What follows belongs to an exercise in optimizing a design on an open flow for small area; a production flow would make more cautious choices. Function was not checked in any run shown here: the RTL went through the layout flow alone. Power figures rest on the tool's default switching activity, not on a simulated workload.

==> flow/design.v <==
package gol_pkg;
  localparam int GRID_N_DEF = 20;
  localparam int H_VIS   = 640;
  localparam int H_FP    = 16;
  localparam int H_SYNC  = 96;
  localparam int H_BP    = 48;
  localparam int H_TOTAL = H_VIS + H_FP + H_SYNC + H_BP;
  localparam int V_VIS   = 480;
  localparam int V_FP    = 10;
  localparam int V_SYNC  = 2;
  localparam int V_BP    = 33;
  localparam int V_TOTAL = V_VIS + V_FP + V_SYNC + V_BP;
  localparam int CW = 10;
  localparam logic [CW-1:0] H_VIS_END  = CW'(H_VIS);
  localparam logic [CW-1:0] H_SYNC_BEG = CW'(H_VIS + H_FP);
  localparam logic [CW-1:0] H_SYNC_END = CW'(H_VIS + H_FP + H_SYNC);
  localparam logic [CW-1:0] H_LAST     = CW'(H_TOTAL - 1);
  localparam logic [CW-1:0] V_VIS_END  = CW'(V_VIS);
  localparam logic [CW-1:0] V_SYNC_BEG = CW'(V_VIS + V_FP);
  localparam logic [CW-1:0] V_SYNC_END = CW'(V_VIS + V_FP + V_SYNC);
  localparam logic [CW-1:0] V_LAST     = CW'(V_TOTAL - 1);
  localparam logic [CW-1:0] GRID_X0 = CW'(160);
  localparam logic [CW-1:0] GRID_Y0 = CW'(80);
  localparam logic [CW-1:0] GRID_X1 = CW'(480);
  localparam logic [CW-1:0] GRID_Y1 = CW'(400);
  typedef struct packed {
    logic [3:0] r;
    logic [3:0] g;
    logic [3:0] b;
  } rgb_t;
  localparam rgb_t RGB_LIVE = 12'hFFF;
  localparam rgb_t RGB_DEAD = 12'h002;
  localparam rgb_t RGB_OFF  = 12'h000;
  typedef logic [GRID_N_DEF-1:0][GRID_N_DEF-1:0] grid_t;
  localparam grid_t SEED_GRID = 400'h00000000000000000000000000000000000000000000000e0000000000000000000000000000000000000000070000400002;
endpackage
import gol_pkg::*;
module vga_timing (
  input  logic          i_clk,
  input  logic          i_rst,
  output logic [gol_pkg::CW-1:0] o_hcnt,
  output logic [gol_pkg::CW-1:0] o_vcnt,
  output logic          o_hsync,
  output logic          o_vsync,
  output logic          o_in_win
);
  logic          r_div;
  logic [CW-1:0] r_h, r_v;
  always_ff @(posedge i_clk) begin
    if (i_rst) begin
      r_div <= 1'b0;
      r_h   <= '0;
      r_v   <= '0;
    end else begin
      r_div <= !r_div;
      if (r_div) begin
        if (r_h == H_LAST) begin
          r_h <= '0;
          r_v <= (r_v == V_LAST) ? '0 : r_v + 1'b1;
        end else begin
          r_h <= r_h + 1'b1;
        end
      end
    end
  end
  assign o_hcnt   = r_h;
  assign o_vcnt   = r_v;
  assign o_hsync  = !((r_h >= H_SYNC_BEG) && (r_h < H_SYNC_END));
  assign o_vsync  = !((r_v >= V_SYNC_BEG) && (r_v < V_SYNC_END));
  assign o_in_win = (r_h >= GRID_X0) && (r_h < GRID_X1) && (r_v >= GRID_Y0) && (r_v < GRID_Y1);
endmodule
import gol_pkg::*;
module game_of_life_20 (
  input  logic       clk,
  input  logic       rst,
  input  logic       load,
  input  logic       wr_en,
  input  logic [4:0] wr_row,
  input  logic [19:0] wr_data,
  output logic       hsync_out,
  output logic       vsync_out,
  output logic [3:0] red,
  output logic [3:0] green,
  output logic [3:0] blue
);
  localparam int N = GRID_N_DEF;
  logic [N-1:0][N-1:0] r_a, r_b;    
  logic [N-2:0]        r_ok;        
  logic [4:0]          r_lp;        
  logic [7:0]          r_gen;       
  logic [N-1:0]        r_rb, r_nb;  
  logic                w_clr, w_step, w_wr;
  logic [N-1:0]        w_cur0, w_up, w_dn, w_next;
  logic [N-1:0]        w_wsel;
  logic [5:0]          w_tsum;
  logic [4:0]          w_tgt;
  assign w_clr  = rst || load;
  assign w_wr   = wr_en && (wr_row < 5'd20);
  assign w_step = !w_clr && !wr_en && (r_gen == 8'd199);
  assign w_cur0 = (r_ok[0] && !w_step) ? r_a[0] : r_b[0];
  assign w_up = (r_lp == 5'd0)  ? '0 : r_a[N-1];
  assign w_dn = (r_lp == 5'd19) ? '0 : r_a[1];
  for (genvar c = 0; c < N; c++) begin : g_col
    logic [3:0] w_cnt;
    logic       ul, uc, ur, ml, mr, dl, dc, dr;
    assign ul = (c > 0)     ? w_up[c-1]   : 1'b0;
    assign uc = w_up[c];
    assign ur = (c < N - 1) ? w_up[c+1]   : 1'b0;
    assign ml = (c > 0)     ? w_cur0[c-1] : 1'b0;
    assign mr = (c < N - 1) ? w_cur0[c+1] : 1'b0;
    assign dl = (c > 0)     ? w_dn[c-1]   : 1'b0;
    assign dc = w_dn[c];
    assign dr = (c < N - 1) ? w_dn[c+1]   : 1'b0;
    assign w_cnt = 4'(ul) + 4'(uc) + 4'(ur) + 4'(ml) + 4'(mr) + 4'(dl) + 4'(dc) + 4'(dr);
    assign w_next[c] = (w_cnt == 4'd3) || (w_cur0[c] && (w_cnt == 4'd2));
  end
  assign w_tsum = 6'(wr_row) + 6'd19 - 6'(r_lp);
  assign w_tgt  = (w_tsum >= 6'd20) ? 5'(w_tsum - 6'd20) : 5'(w_tsum);
  for (genvar k = 0; k < N; k++) begin : g_wsel
    assign w_wsel[k] = w_wr && (w_tgt == 5'(k));
  end
  always_ff @(posedge clk) begin
    for (int k = 0; k < N; k++) begin
      if (w_clr)
        r_a[k] <= rst ? '0 : SEED_GRID[k];
      else if (w_wsel[k])
        r_a[k] <= wr_data;
      else if (k == N - 1)
        r_a[k] <= w_cur0;
      else
        r_a[k] <= r_a[k+1];
    end
    for (int k = 0; k < N - 1; k++) begin
      if (w_clr || w_wsel[k]) r_ok[k] <= 1'b1;
      else if (w_step)        r_ok[k] <= 1'b0;
      else if (k == N - 2)    r_ok[k] <= 1'b1;
      else                    r_ok[k] <= r_ok[k+1];
    end
    for (int k = 0; k < N - 1; k++) r_b[k] <= r_b[k+1];
    r_b[N-1] <= w_next;
    if (w_clr)                  r_lp <= 5'd0;
    else if (r_lp == 5'd19)     r_lp <= 5'd0;
    else                        r_lp <= r_lp + 5'd1;
    if (w_clr || wr_en || w_step) r_gen <= '0;
    else                          r_gen <= r_gen + 8'd1;
  end
  logic [CW-1:0] w_hcnt, w_vcnt, w_dx, w_dy;
  logic          w_hs, w_vs, w_in_win;
  logic [4:0]    w_vr, w_hc;
  vga_timing u_vga (
    .i_clk   (clk),
    .i_rst   (rst),
    .o_hcnt  (w_hcnt),
    .o_vcnt  (w_vcnt),
    .o_hsync (w_hs),
    .o_vsync (w_vs),
    .o_in_win(w_in_win)
  );
  assign w_dx = w_hcnt - GRID_X0;
  assign w_dy = w_vcnt - GRID_Y0;
  assign w_hc = w_dx[8:4];
  assign w_vr = w_dy[8:4];
  always_ff @(posedge clk) begin
    if (r_lp == w_vr) r_nb <= w_next;
    if (rst)                          r_rb <= '0;
    else if (load)                    r_rb <= (w_vr < 5'd20) ? SEED_GRID[w_vr] : '0;
    else if (wr_en && wr_row == w_vr) r_rb <= wr_data;
    else if (w_step)                  r_rb <= r_nb;
    else if (r_lp == w_vr)            r_rb <= w_cur0;
  end
  logic r_live, r_win;
  always_ff @(posedge clk) begin
    if (rst) begin
      hsync_out <= 1'b1;
      vsync_out <= 1'b1;
      r_live    <= 1'b0;
      r_win     <= 1'b0;
    end else begin
      hsync_out <= w_hs;
      vsync_out <= w_vs;
      r_live    <= w_in_win && r_rb[w_hc];
      r_win     <= w_in_win;
    end
  end
  assign red   = {4{r_live}};
  assign green = {4{r_live}};
  assign blue  = {r_live, r_live, r_win, r_live};
endmodule
==> flow/run.sh <==
#!/bin/bash
# synth_recipe.tcl (not shown) runs the flow's synth.tcl, then flattens the netlist and writes it again
# the make line also repeats each setting of config.mk as NAME=value (left out here)
make -C /OpenROAD-flow-scripts/flow DESIGN_CONFIG=/design/flow/config.mk WORK_HOME=/design/flow/orfs CLKGATE_MAP_FILE= SYNTH_SCRIPT=/design/flow/synth_recipe.tcl finish
==> flow/config.mk <==
export PLATFORM = sky130hd
export DESIGN_NAME = game_of_life_20
export DESIGN_NICKNAME = game_of_life_20
export VERILOG_FILES = /design/flow/design.v
export SDC_FILE = /design/flow/constraint.sdc
export NUM_CORES = 4
export LEC_CHECK = 0
export CAP_MARGIN = 20
export CORE_MARGIN = 2
export CORE_UTILIZATION = 45
export PLACE_DENSITY = 0.6
export SLEW_MARGIN = 20
==> flow/constraint.sdc <==
create_clock -name core_clock -period 10.0 [get_ports {clk}]
set_input_delay 2.0000 -clock core_clock [delete_from_list [all_inputs] [get_ports {clk}]]
set_output_delay 2.0000 -clock core_clock [all_outputs]
set_load 0.01 [all_outputs]
==> results of run 1 <==
## worst min-delay path by stage
stage / to / from / slack [ns]
2_1_floorplan: r_b[0]$_DFF_P_ / r_b[20]$_DFF_P_ / 0.31
5_1_grt: r_b[167]$_DFF_P_ / r_b[187]$_DFF_P_ / 0.32
6_report: r_b[167]$_DFF_P_ / r_b[187]$_DFF_P_ / 0.32
4_1_cts: r_b[167]$_DFF_P_ / r_b[187]$_DFF_P_ / 0.31
3_3_place_gp: r_b[78]$_DFF_P_ / r_b[98]$_DFF_P_ / 0.31
3_5_place_dp: r_b[101]$_DFF_P_ / r_b[121]$_DFF_P_ / 0.31
## cells in the final DEF, fill, tap and decap left out, drive strengths merged, types with 4 or more instances in the layout
cell / instances
nor4b: 4
or2: 4
a21oi: 48
a31oi: 4
o21ai: 77
clkdlybuf4s50: 42
nor2: 50
nor3: 12
nor2b: 23
bufinv: 4
nand2: 515
or3: 4
nor4: 5
nand4: 28
nand3: 40
mux2i: 403
o211a: 19
mux2: 40
inv: 117
buf: 33
edfxtp: 20
fa: 60
xnor2: 35
dfxtp: 877
a311o: 17
xor2: 39
a211oi: 5
and3: 24
a221o: 20
clkinv: 15
ha: 98
mux4: 5
clkbuf: 121
nand2b: 6
## routing by layer
metal,up-vias,part of all wire
met1,9569,0.47
met5,-,0
met4,0,0.026
met3,128,0.039
li1,9307,-
met2,304,0.47
## final cells by class
class	instances	area [µm²]
Clock buffer	121	2510
Clock inverter	31	309
Fill cell	6272	34200
Inverter	108	405
Multi-Input combinational cell	1619	12400
Sequential cell	897	18200
Tap cell	940	1180
Timing Repair Buffer	75	701
## logic make-up (layout without fill, tap and decap cells)
logic type | after synthesis | in the layout | share of synthesized area
fa+ha+maj | 158 | 158 | 0.0766
buf+inv | 290 | 335 | 0.0399
compound gates | 206 | 206 | 0.0438
simple gates | 732 | 732 | 0.101
xor+xnor | 75 | 75 | 0.0212
mux | 448 | 448 | 0.145
flops | 897 | 897 | 0.573
## through the flow
stage / hold WS (ns) / area (µm²) / power (W) / worst slack (ns) / cells
floorplan: 0.310 / 31700 / 0.00383 / 4.13 / 2806
global placement: 0.311 / 32900 / 0.00390 / 2.71 / 3638
detailed placement: 0.312 / 32900 / 0.00390 / 2.69 / 3639
CTS: 0.309 / 35700 / 0.00711 / 3.35 / 3791
global route: 0.321 / 35700 / 0.00728 / 3.11 / 3791
finish: 0.315 / 35700 / 0.00703 / 3.28 / 3791
## flip-flops by register name (all words and copies together) (netlist names)
signal,cells
r_a,400
r_b,400
r_nb,20
r_rb,20
r_ok,19
u_vga.r_h,10
u_vga.r_v,10
r_gen,8
r_lp,5
hsync_out,1
r_live,1
r_win,1
u_vga.r_div,1
vsync_out,1
## worst max-delay path, cell delays in order
cell             delay [ns]
clkdlybuf4s50_1        0.78
or3_4                  0.57
nor4_4                 0.28
buf_4                  0.37
nor2b_4                0.20
mux2_2                 0.36
fa_1                   0.51
inv_1                  0.05
fa_1                   0.48
inv_1                  0.06
fa_1                   0.47
ha_1                   0.23
fa_1                   0.39
nand3_1                0.08
o21ai_0                0.08
o211a_1                0.15
## power by group through the flow
stage          Clock [W]  Combinational (W)  Sequential [W]
4_1_cts          0.00329           0.000223         0.00360
3_5_place_dp           0           0.000222         0.00368
6_report         0.00320           0.000223         0.00360
2_1_floorplan          0           0.000153         0.00368
3_3_place_gp           0           0.000217         0.00368
5_1_grt          0.00344           0.000242         0.00360
==> reports/metrics.cfg, run 1 <==
[placement]
port_buffers = 42
dp_hpwl_um = 43300
gp_congestion = 0.832

[pwr]
p_switching_w = 0.00150
p_int_w = 0.00552
swShare = 0.214
clock_power_share = 0.456
ir_worst_vdd_uv = 191
power_leakage_nw = 16.8
pwr-share-seq = 0.513
powerDensity_mw_per_mm2 = 197
pwr-share-comb = 0.032

[setup_path]
crit_fanout = 27
worst_r2r_endpoint = r_nb[5]$_DFFE_PP_
path_class = in -> reg
startpoint_type = input port
critPathCapture = r_nb[18]$_DFFE_PP_
cp-startpoint = rst
crit_path_end_kind = register
arrival_ns = 7.09
r2r_cells = 17
worstPathRequired_ns = 10.37
r2r_slack_ns = 5.13
timing.rr.start = r_gen[0]$_SDFF_PP0_

[detailed_routing]
via_per_inst = 5.09
firstDrtPassIters = 7
wl_um = 64200
post_drt_wl_per_cell_um = 16.9
vias = 19300
drc = 0
drtIter0Drc = 1009
ant_nets = 0

[clock_tree]
clkTransAtPathRegs_ns = 0.06
cts-buffers-inserted = 86
cts_setup_buffers = 0
clk_latency_ns = 0.63
cts_tree = built
max-clock-path-buffers = 3
clock-sinks = 897
clockRootBuffer = clkbuf_16
postCtsHoldBufs = 0
cts_resized = 0
htreeDepth = 3

[finish]
drive_gt1_frac = 0.0831
area_growth_pct = 12.6
diodes = 0
layout.nets = 2974
post-route-util = 0.511

[hold_path]
min_path_cells = 0
hp-class = reg -> reg

[timing]
setup_viol = 0
max_freq_ghz = 0.149
worstMarginPinSlew_ns = 1.12
maxSlewHeadroom = 0.251
fin_crit_ns = 6.72
tns_ns = 0
rsz0062_at_grt = no
finalCritPeriodShare = 0.672
fin_skew_ns = 0.0139
drv_slew = 0
hold_viol_final = 0

[yosys]
syn_area_per_cell_um2 = 11.3
synth_most_common_cell = dfxtp_1
yosys_warnings = 4
synth_largest_area_cell = dfxtp_1
synth_area_leaders = dfxtp_1 55%, mux2i_1 13%, nand2_1 6.1%, ha_1 3.9%, fa_1 3.8%
yosysSeqAreaShare = 0.573
synthArstFlopShare = 0
yosysTopAreaCellShare = 0.554
syn-num-nets = 2993
synth-main-ff-cell = dfxtp_1
synthCells = 2806
synth_seq_cells = 897
yosysUniqueCellTypes = 62
synth_common_cells = 877 x dfxtp_1, 515 x nand2_1, 403 x mux2i_1
synth_area_mm2 = 0.0317
synth_edf_count = 20

[status]
outcome = finished clean

[global_routing]
grt_busiest_layer = met2
grt.met3_usage = 0.0325
grt.met2_usage = 0.296
grtUsageMet1 = 0.234
grt_pass1_vias = 20100
globalRouteOverflowTotal = 0
track_usage = 0.177
grt_antenna_before_repair = 0
grt_pass1_wl_um = 105000
grt_max_degree = 158

[die]
start_util = 0.454
die_width_um = 269
die_area_mm2 = 0.0726
die_y_um = 269
core_area_mm2 = 0.0699
pin_count = 43
rows = 97

[run]
maxCapViolCount = 0

==> run 2: changes to the inputs <==
--- a/flow/design.v
+++ b/flow/design.v
@@ -99,18 +99,21 @@
   assign w_step = !w_clr && !wr_en && (r_gen == 8'd199);
+  logic [N-1:0][N-1:0] w_ad;
+  for (genvar k = 0; k < N; k++) begin : g_ad
+    assign w_ad[k] = rst ? '0 : load ? SEED_GRID[k] : wr_data;
+  end
   assign w_cur0 = (r_ok[0] && !w_step) ? r_a[0] : r_b[0];
-  assign w_up = (r_lp == 5'd0)  ? '0 : r_a[N-1];
-  assign w_dn = (r_lp == 5'd19) ? '0 : r_a[1];
+  assign w_up = (r_lp == 5'd0)  ? '0 : ~r_a[N-1];
+  assign w_dn = (r_lp == 5'd19) ? '0 : ~r_a[1];
+  logic [N+1:0] w_cs, w_cc;
+  assign w_cs[0] = 1'b0;  assign w_cc[0] = 1'b0;
+  assign w_cs[N+1] = 1'b0;  assign w_cc[N+1] = 1'b0;
+  for (genvar c = 0; c < N; c++) begin : g_csum
+    assign {w_cc[c+1], w_cs[c+1]} = 2'(w_up[c]) + 2'(w_cur0[c]) + 2'(w_dn[c]);
+  end
   for (genvar c = 0; c < N; c++) begin : g_col
-    logic [3:0] w_cnt;
-    logic       ul, uc, ur, ml, mr, dl, dc, dr;
-    assign ul = (c > 0)     ? w_up[c-1]   : 1'b0;
-    assign uc = w_up[c];
-    assign ur = (c < N - 1) ? w_up[c+1]   : 1'b0;
-    assign ml = (c > 0)     ? w_cur0[c-1] : 1'b0;
-    assign mr = (c < N - 1) ? w_cur0[c+1] : 1'b0;
-    assign dl = (c > 0)     ? w_dn[c-1]   : 1'b0;
-    assign dc = w_dn[c];
-    assign dr = (c < N - 1) ? w_dn[c+1]   : 1'b0;
-    assign w_cnt = 4'(ul) + 4'(uc) + 4'(ur) + 4'(ml) + 4'(mr) + 4'(dl) + 4'(dc) + 4'(dr);
-    assign w_next[c] = (w_cnt == 4'd3) || (w_cur0[c] && (w_cnt == 4'd2));
+    logic a0, a1, b1, b2;
+    assign {a1, a0} = 2'(w_cs[c]) + 2'(w_cs[c+1]) + 2'(w_cs[c+2]);
+    assign {b2, b1} = 2'(w_cc[c]) + 2'(w_cc[c+1]) + 2'(w_cc[c+2]);
+    assign w_next[c] = (!b2 && a0 && (a1 ^ b1))
+                    || (w_cur0[c] && !a0 && ((a1 && b1 && !b2) || (!a1 && !b1 && b2)));
   end
@@ -121,13 +124,12 @@
   end
+  for (genvar k = 0; k < N; k++) begin : g_ra
+    gol_ring_row u_row (
+      .i_clk(clk),
+      .i_sel(w_clr || w_wsel[k]),
+      .i_d  ((k % 2 == 0) ? ~w_ad[k] : w_ad[k]),
+      .i_sh ((k == N - 1) ? w_cur0 : r_a[(k+1)%N]),
+      .o_q  (r_a[k])
+    );
+  end
   always_ff @(posedge clk) begin
-    for (int k = 0; k < N; k++) begin
-      if (w_clr)
-        r_a[k] <= rst ? '0 : SEED_GRID[k];
-      else if (w_wsel[k])
-        r_a[k] <= wr_data;
-      else if (k == N - 1)
-        r_a[k] <= w_cur0;
-      else
-        r_a[k] <= r_a[k+1];
-    end
     for (int k = 0; k < N - 1; k++) begin
@@ -188 +190,10 @@
 endmodule
+module gol_ring_row (
+  input  logic        i_clk,
+  input  logic        i_sel,
+  input  logic [19:0] i_d,
+  input  logic [19:0] i_sh,
+  output logic [19:0] o_q
+);
+  always_ff @(posedge i_clk) o_q <= ~(i_sel ? i_d : i_sh);
+endmodule
--- a/flow/config.mk
+++ b/flow/config.mk
@@ -9,4 +9,9 @@
 export CORE_MARGIN = 2
-export CORE_UTILIZATION = 45
-export PLACE_DENSITY = 0.6
+export CORE_UTILIZATION = 60
+export CTS_BUF_LIST = sky130_fd_sc_hd__clkbuf_8
+export CTS_CLUSTER_DIAMETER = 60
+export CTS_CLUSTER_SIZE = 20
+export PLACE_DENSITY = 0.7
 export SLEW_MARGIN = 20
+export SYNTH_HIERARCHICAL = 1
+export SYNTH_MINIMUM_KEEP_SIZE = 0
==> run 2 against run 1 <==
  * Count of clock-buffer cells in the layout down 60
  * Final cell count down 25%
  * Maximum frequency down 0.82%
  * Routed wire length down 10%
  * Highest routed layer unchanged
  * Utilization up 14 points
  * Synthesized cell count down 23%
  * First-iteration DRC count down 7.9%
  * Sequential cell count unchanged
==> reports/metrics.cfg, run 2 <==
[setup_path]
cp_cell_sequence = clkdlybuf4s50_1, or2_2, nor3_4, buf_4, inv_2, nand2_2, mux2_2, inv_1, fa_1, fa_1, ha_1, mux2_2, a32o_1
crit_fanout = 27  ; unchanged
path_class = in -> reg
cp_slowest_cell = nand2_2
arrival_ns = 7.22  ; +0.13 ns
crit_path_end_kind = register
crit_path_max_incr_delay_ns = 0.74  ; -0.04 ns
startpoint_type = input port
worstPathRequired_ns = 10.45  ; +0.08 ns

[die]
die_y_um = 224  ; -17%
die_area_mm2 = 0.0502  ; -31%
rows = 80  ; -18%
pin_count = 43  ; unchanged
core_area_mm2 = 0.0477  ; -32%
start_util = 0.608  ; +0.155
die_width_um = 224  ; -17%

[yosys]
syn_area_per_cell_um2 = 13.4  ; +18%
synth_area_mm2 = 0.0291  ; -8.4%
synth_area_leaders = dfxtp_1 60%, mux2i_1 14%, fa_1 3.9%, ha_1 2.8%, edfxtp_1 2.1%
synth-main-ff-cell = dfxtp_1
synthCells = 2174  ; -23%
synth_most_common_cell = dfxtp_1
yosysTopAreaCellShare = 0.604  ; +0.0506
syn-num-nets = 2325  ; -22%
synth_largest_area_cell = dfxtp_1
yosysSeqAreaShare = 0.625  ; +0.0523
synthArstFlopShare = 0  ; unchanged
yosysUniqueCellTypes = 63  ; +1.6%
synth_seq_cells = 897  ; unchanged
synth_edf_count = 20  ; unchanged
yosys_warnings = 12  ; +8
synth_common_cells = 877 x dfxtp_1, 419 x mux2i_1, 127 x inv_1

[placement]
dpl_cell_area_mm2 = 0.0298  ; -9.3%
port_buffers = 42  ; unchanged
dp_slack_ns = 2.56  ; -0.134 ns
dp_hpwl_um = 36200  ; -16%
gp_congestion = 0.826  ; -0.76%

[global_routing]
globalRouteOverflowTotal = 0  ; unchanged
grt_pass1_wl_um = 89700  ; -15%
grt_antenna_before_repair = 1  ; +1
grt_pass1_vias = 15800  ; -22%
track_usage = 0.233  ; +0.0554
grt_max_degree = 61  ; -61%

[hold_path]
hp-class = reg -> reg

[pwr]
powerDensity_mw_per_mm2 = 206  ; +4.4%
ir_worst_vdd_uv = 196  ; +2.7%
power_leakage_nw = 14.1  ; -16%

[detailed_routing]
vias = 15400  ; -20%
post_drt_wl_per_cell_um = 20.2  ; +19%
drtIter0Drc = 929  ; -7.9%
drc = 0  ; unchanged
wl_um = 57500  ; -10%
firstDrtPassIters = 5  ; -2
ant_nets = 0  ; unchanged
via_per_inst = 5.41  ; +6.3%

[run]
maxCapViolCount = 0  ; unchanged

[timing]
setup_viol = 0  ; unchanged
worstMarginPinSlew_ns = 0.927  ; -0.197 ns
rsz0062_at_grt = no
drv_slew = 0  ; unchanged
tns_ns = 0  ; unchanged
maxSlewHeadroom = 0.380  ; +0.129
fin_ws_ns = 3.23  ; -0.0556 ns
fin_crit_ns = 6.77  ; +0.0556 ns
fin_skew_ns = 0.0291  ; +0.0152 ns
finalCritPeriodShare = 0.677  ; +0.00556
max_freq_ghz = 0.148  ; -0.82%
hold_viol_final = 0  ; unchanged

[finish]
diodes = 0  ; unchanged
reg_top3 = g_ra.u_row.o_q x400, r_b x400
drive_gt1_frac = 0.104  ; +0.0207
design_area_mm2 = 0.0310  ; -13%
area_growth_pct = 6.65
layout_commonest_cell = dfxtp_1
layout.nets = 2359  ; -21%
final_cell_mix = 876 x dfxtp_1, 419 x mux2i_1, 132 x inv_1

[clock_tree]
cts-buffers-inserted = 56  ; -35%
clock-sinks = 897  ; unchanged
cts_setup_buffers = 0  ; unchanged
postCtsHoldBufs = 0  ; unchanged
clkTransAtPathRegs_ns = 0.10  ; +0.04 ns
cts_resized = 0  ; unchanged
clk_latency_ns = 0.71  ; +0.08 ns
cts_tree = built
htreeDepth = 2  ; -1
clockRootBuffer = clkbuf_8
max-clock-path-buffers = 3  ; unchanged

[status]
outcome = finished clean

==> run 2: layout make-up <==
class,instances,area [µm²]
Sequential cell,897,18200
Tap cell,615,769
Timing Repair Buffer,70,631
Multi-Input combinational cell,1055,9780
Fill cell,3612,16800
Inverter,128,480
Clock buffer,61,840
Clock inverter,23,329
==> run 2: routing by layer <==
| layer | routed length, µm | GRT usage |
|---|---|---|
| met5 | 0 | 0 |
| met2 | 26000 | 0.375 |
| met4 | 1720 | 0.0834 |
| met3 | 2940 | 0.0337 |
| met1 | 26800 | 0.322 |
==> run 2: worst paths after layout <==
| check | startpoint | endpoint | slack (ns) | cells past startpoint |
|---|---|---|---|---|
| worst max register to register | r_gen[0]$_SDFF_PP0_ | r_nb[5]$_DFFE_PP_ | 4.95 | 14 |
| worst min register to register | r_b[170]$_DFF_P_ | r_b[150]$_DFF_P_ | 0.32 | 0 |
| worst min-delay path | r_b[170]$_DFF_P_ | r_b[150]$_DFF_P_ | 0.32 | 0 |
| worst max-delay path | rst | r_nb[5]$_DFFE_PP_ | 3.23 | 13 |
==> run 2: power by group <==
part,internal [W],switching [W]
clock,0.000735,0.00110
sequential,0.00396,0.000109
combinational,0.000188,0.000277
==> run 2: through the flow <==
step	hold slack, ns	cells	power, W	utilization
3_5_place_dp	0.312	2765	0.00461	0.624
4_1_cts	0.328	2849	0.00643	0.649
3_3_place_gp	0.310	2765	0.00459	0.624
5_1_grt	0.331	2849	0.00662	0.649
6_report	0.324	2849	0.00637	0.649
2_1_floorplan	0.310	2174	0.00444	-
==> run 2: logic make-up (layout without fill, tap and decap cells) <==
kind of cell	count (synthesis)	in the layout	share of synthesized area
AOI/OAI and AO/OA	167	167	0.0394
and+or+nand+nor	267	267	0.0505
muxes	463	463	0.164
buffers and inverters	222	282	0.0426
DFF	897	897	0.625
adders and majority gates	122	122	0.0673
xor gates and xnor gates	36	36	0.0109
==> run 2: modules after synthesis (local to each module, per instance) <==
module / cells / copies in the design
game_of_life_20: 1194 / 1
vga_timing: 140 / 1
gol_ring_row: 42 / 20
==> run 2: critical path: cells and delay by family <==
family,cells,cell delay (ns)
buffers and inverters,4,1.42
multiplexers,2,0.72
AO/OA/AOI/OAI,1,0.28
adder cells (fa/ha/maj),3,1.17
AND/OR/NAND/NOR,3,1.62
==> run 3: changes to the inputs <==
--- a/flow/config.mk
+++ b/flow/config.mk
@@ -10,5 +10,5 @@
 export CORE_UTILIZATION = 60
-export CTS_BUF_LIST = sky130_fd_sc_hd__clkbuf_8
-export CTS_CLUSTER_DIAMETER = 60
-export CTS_CLUSTER_SIZE = 20
+export CTS_BUF_LIST = sky130_fd_sc_hd__clkbuf_4
+export CTS_CLUSTER_DIAMETER = 50
+export CTS_CLUSTER_SIZE = 10
 export PLACE_DENSITY = 0.7
==> run 3 against run 2 <==
  * Clock skew is 0.047 ns higher
  * Critical path type unchanged
  * Power is 1.8% lower
  * Utilization is 0.22 points lower
  * Synthesized area stayed put
  * Die area stayed put
==> reports/metrics.cfg, run 3 <==
[setup_path]
cp_cell_sequence = clkdlybuf4s50_1, or2_2, nor3_4, buf_4, inv_2, nand2_2, mux2_2, inv_1, fa_1, fa_1, ha_1, mux2_2, a32o_1
worstPathRequired_ns = 10.60  ; +0.15 ns
cp_slowest_cell = nand2_2
startpoint_type = input port
arrival_ns = 7.19  ; -0.03 ns
cp-startpoint = rst
crit_path_end_kind = register
timing.rr.start = r_gen[0]$_SDFF_PP0_
crit_fanout = 27  ; unchanged
crit_path_max_incr_delay_ns = 0.73  ; about the same
path_class = in -> reg

[die]
rows = 80  ; unchanged
pin_count = 43  ; unchanged
die_area_mm2 = 0.0502  ; unchanged
die_y_um = 224  ; unchanged
start_util = 0.608  ; unchanged
die_width_um = 224  ; unchanged
core_area_mm2 = 0.0477  ; unchanged

[clock_tree]
cts_setup_buffers = 0  ; unchanged
cts_tree = built
cts_resized = 0  ; unchanged
clock-sinks = 897  ; unchanged
htreeDepth = 3  ; +1
clk_latency_ns = 0.90  ; +0.19 ns
postCtsHoldBufs = 0  ; unchanged
clkTransAtPathRegs_ns = 0.10  ; about the same
max-clock-path-buffers = 3  ; unchanged
clockRootBuffer = clkbuf_4
cts-buffers-inserted = 102  ; +82%

[global_routing]
grt_antenna_before_repair = 3  ; +2
track_usage = 0.236  ; +0.00358
grt_pass1_vias = 16200  ; +2.4%
grt_max_degree = 61  ; unchanged
globalRouteOverflowTotal = 0  ; unchanged
grt_pass1_wl_um = 90600  ; +1.1%

[yosys]
synth_largest_area_cell = dfxtp_1
synthCells = 2174  ; unchanged
yosys_warnings = 12  ; unchanged
synth_area_mm2 = 0.0291  ; unchanged
synth_seq_cells = 897  ; unchanged
synth-main-ff-cell = dfxtp_1
synth_most_common_cell = dfxtp_1
synthArstFlopShare = 0  ; unchanged
yosysUniqueCellTypes = 63  ; unchanged
yosysTopAreaCellShare = 0.604  ; unchanged
synth_area_leaders = dfxtp_1 60%, mux2i_1 14%, fa_1 3.9%, ha_1 2.8%, edfxtp_1 2.1%
yosysSeqAreaShare = 0.625  ; unchanged
synth_edf_count = 20  ; unchanged
synth_common_cells = 877 x dfxtp_1, 419 x mux2i_1, 127 x inv_1
syn_area_per_cell_um2 = 13.4  ; unchanged
syn-num-nets = 2325  ; unchanged

[finish]
nFillCells = 3656  ; +1.2%
reg_top3 = g_ra.u_row.o_q x400, r_b x400
final_cell_mix = 876 x dfxtp_1, 419 x mux2i_1, 127 x inv_1
area_growth_pct = 6.29
layout_commonest_cell = dfxtp_1
layout.nets = 2405  ; +1.9%
fin_cells = 2896  ; +1.6%
drive_gt1_frac = 0.124  ; +0.0199

[timing]
fin_ws_ns = 3.41  ; +0.183 ns
fin_crit_ns = 6.59  ; -0.183 ns
fin_skew_ns = 0.0762  ; +0.0471 ns
worstMarginPinSlew_ns = 0.884  ; -0.0431 ns
drv_slew = 0  ; unchanged
tns_ns = 0  ; unchanged
rsz0062_at_grt = no
maxSlewHeadroom = 0.394  ; +0.0141
hold_viol_final = 0  ; unchanged
finalCritPeriodShare = 0.659  ; -0.0183
max_freq_ghz = 0.152  ; +2.8%
setup_viol = 0  ; unchanged

[placement]
port_buffers = 42  ; unchanged
dp.cells = 2765  ; unchanged
dp_hpwl_um = 36200  ; unchanged
dp_slack_ns = 2.56  ; unchanged
gp_congestion = 0.826  ; unchanged

[hold_path]
holdCritStartpoint = r_b[82]$_DFF_P_
hp-class = reg -> reg

[detailed_routing]
post_drt_wl_per_cell_um = 19.9  ; -1.2%
ant_nets = 0  ; unchanged
firstDrtPassIters = 4  ; -1
vias = 15700  ; +1.7%
drc = 0  ; unchanged
via_per_inst = 5.42  ; about the same
wl_um = 57700  ; +0.39%
drtIter0Drc = 1046  ; +13%

[pwr]
powerDensity_mw_per_mm2 = 203  ; -1.5%
ir_worst_vdd_uv = 176  ; -10%
power_leakage_nw = 14.1  ; about the same

[run]
maxCapViolCount = 0  ; unchanged

[status]
outcome = finished clean

-- run 3: cell counts after synthesis --
Identical to the previous run, type by type.
-- run 3: worst paths after layout --
path / end / slack [ns] / depth (start not counted)
worst max register to register: r_nb[4]$_DFFE_PP_ / 4.95 / 14
worst min-delay path: r_b[62]$_DFF_P_ / 0.29 / 0
worst max-delay path: r_nb[4]$_DFFE_PP_ / 3.41 / 13
worst min register to register: r_b[62]$_DFF_P_ / 0.29 / 0
-- run 3: area by class of cell --
cell class                      instances  area [µm²]  share of cell area
Sequential cell                       897       18200               0.588
Multi-Input combinational cell       1055        9780               0.317
Clock buffer                          116         871              0.0282
Tap cell                              615         769              0.0249
Timing Repair Buffer                   70         631              0.0204
Inverter                              128         480              0.0156
Clock inverter                         13         186             0.00604
Antenna cell                            2        5.00            0.000162
-- run 3: modules after synthesis (local to each module, per instance) --
module | cell area (µm²) | cells inside | flip-flops and latches
vga_timing | 1180 | 140 | 21
gol_ring_row | 623 | 42 | 20
game_of_life_20 | 15400 | 1194 | 476
-- run 3: worst max-delay path, delay by kind of cell --
family	cells	cell delay [ns]
adder cells (fa/ha/maj)	3	1.15
AO/OA/AOI/OAI	1	0.27
multiplexers	2	0.71
AND/OR/NAND/NOR	3	1.61
buffers and inverters	4	1.43
-- run 3: where the power goes --
| group | total [W] | internal [W] | switching (W) |
|---|---|---|---|
| Sequential | 0.00407 | 0.00396 | 0.000109 |
| Combinational | 0.000465 | 0.000188 | 0.000276 |
| Clock | 0.00172 | 0.000645 | 0.00107 |
-- run 3: kinds of logic (layout without fill, tap and decap cells) --
logic type | count (synthesis) | in the layout | synth area share
adder cells (fa/ha/maj) | 122 | 122 | 0.0673
other | 0 | 2 | 0
buffers and inverters | 222 | 327 | 0.0426
XOR/XNOR | 36 | 36 | 0.0109
multiplexers | 463 | 463 | 0.164
flip-flops | 897 | 897 | 0.625
AO/OA/AOI/OAI | 167 | 167 | 0.0394
AND/OR/NAND/NOR | 267 | 267 | 0.0505
-- run 3: per-stage QoR --
step / util / instance area (µm²) / hold WS (ns) / power, W
floorplan: - / 29100 / 0.310 / 0.00444
global route: 0.647 / 30900 / 0.280 / 0.00654
detailed placement: 0.624 / 29800 / 0.312 / 0.00461
finish: 0.647 / 30900 / 0.287 / 0.00625
CTS: 0.647 / 30900 / 0.295 / 0.00633
global placement: 0.624 / 29800 / 0.310 / 0.00459
-- run 3: routing by layer --
layer  vias up  part of all wire  routed length [µm]  GRT usage
li1       7516                 -                   -          -
met5         -                 0                   0          0
met3        91             0.056                3230     0.0422
met4         0             0.025                1450     0.0890
met2       390              0.46               26500      0.378
met1      7687              0.46               26500      0.323

re-timing with driven ports:
No port has a modelled driver above. Below, the same layouts with a new extraction and two added sets of constraints. Step 1 (the two cells are an assumption about what drives the block):
set clk [get_ports {clk}]
set_driving_cell -lib_cell sky130_fd_sc_hd__clkbuf_16 $clk
set_driving_cell -lib_cell sky130_fd_sc_hd__buf_2 [delete_from_list [all_inputs] $clk]
Step 2 moves the port delays by t, midway between the first and last clock arrival at a register: inputs arrive t later, outputs are due t later. That takes back most of the time a late clock gives input paths. a / b / c = ideal ports / drivers / drivers and shift; a / b = the first two.
run	shift t [ns]	setup WS [ns]	worst setup path after step 2	slew at the worst register clock pin (ns)
run 1	0.682	3.282 / 3.317 / 2.635	input to register	0.07 / 0.07
run 2	0.748	3.227 / 3.258 / 2.510	input to register	0.12 / 0.12
run 3	0.919	3.410 / 3.445 / 2.526	input to register	0.12 / 0.12
After both steps every run listed still meets setup and hold. The setup slack of run 3, which loses most, moves by +0.035 ns with the drivers and by -0.884 ns with both steps.
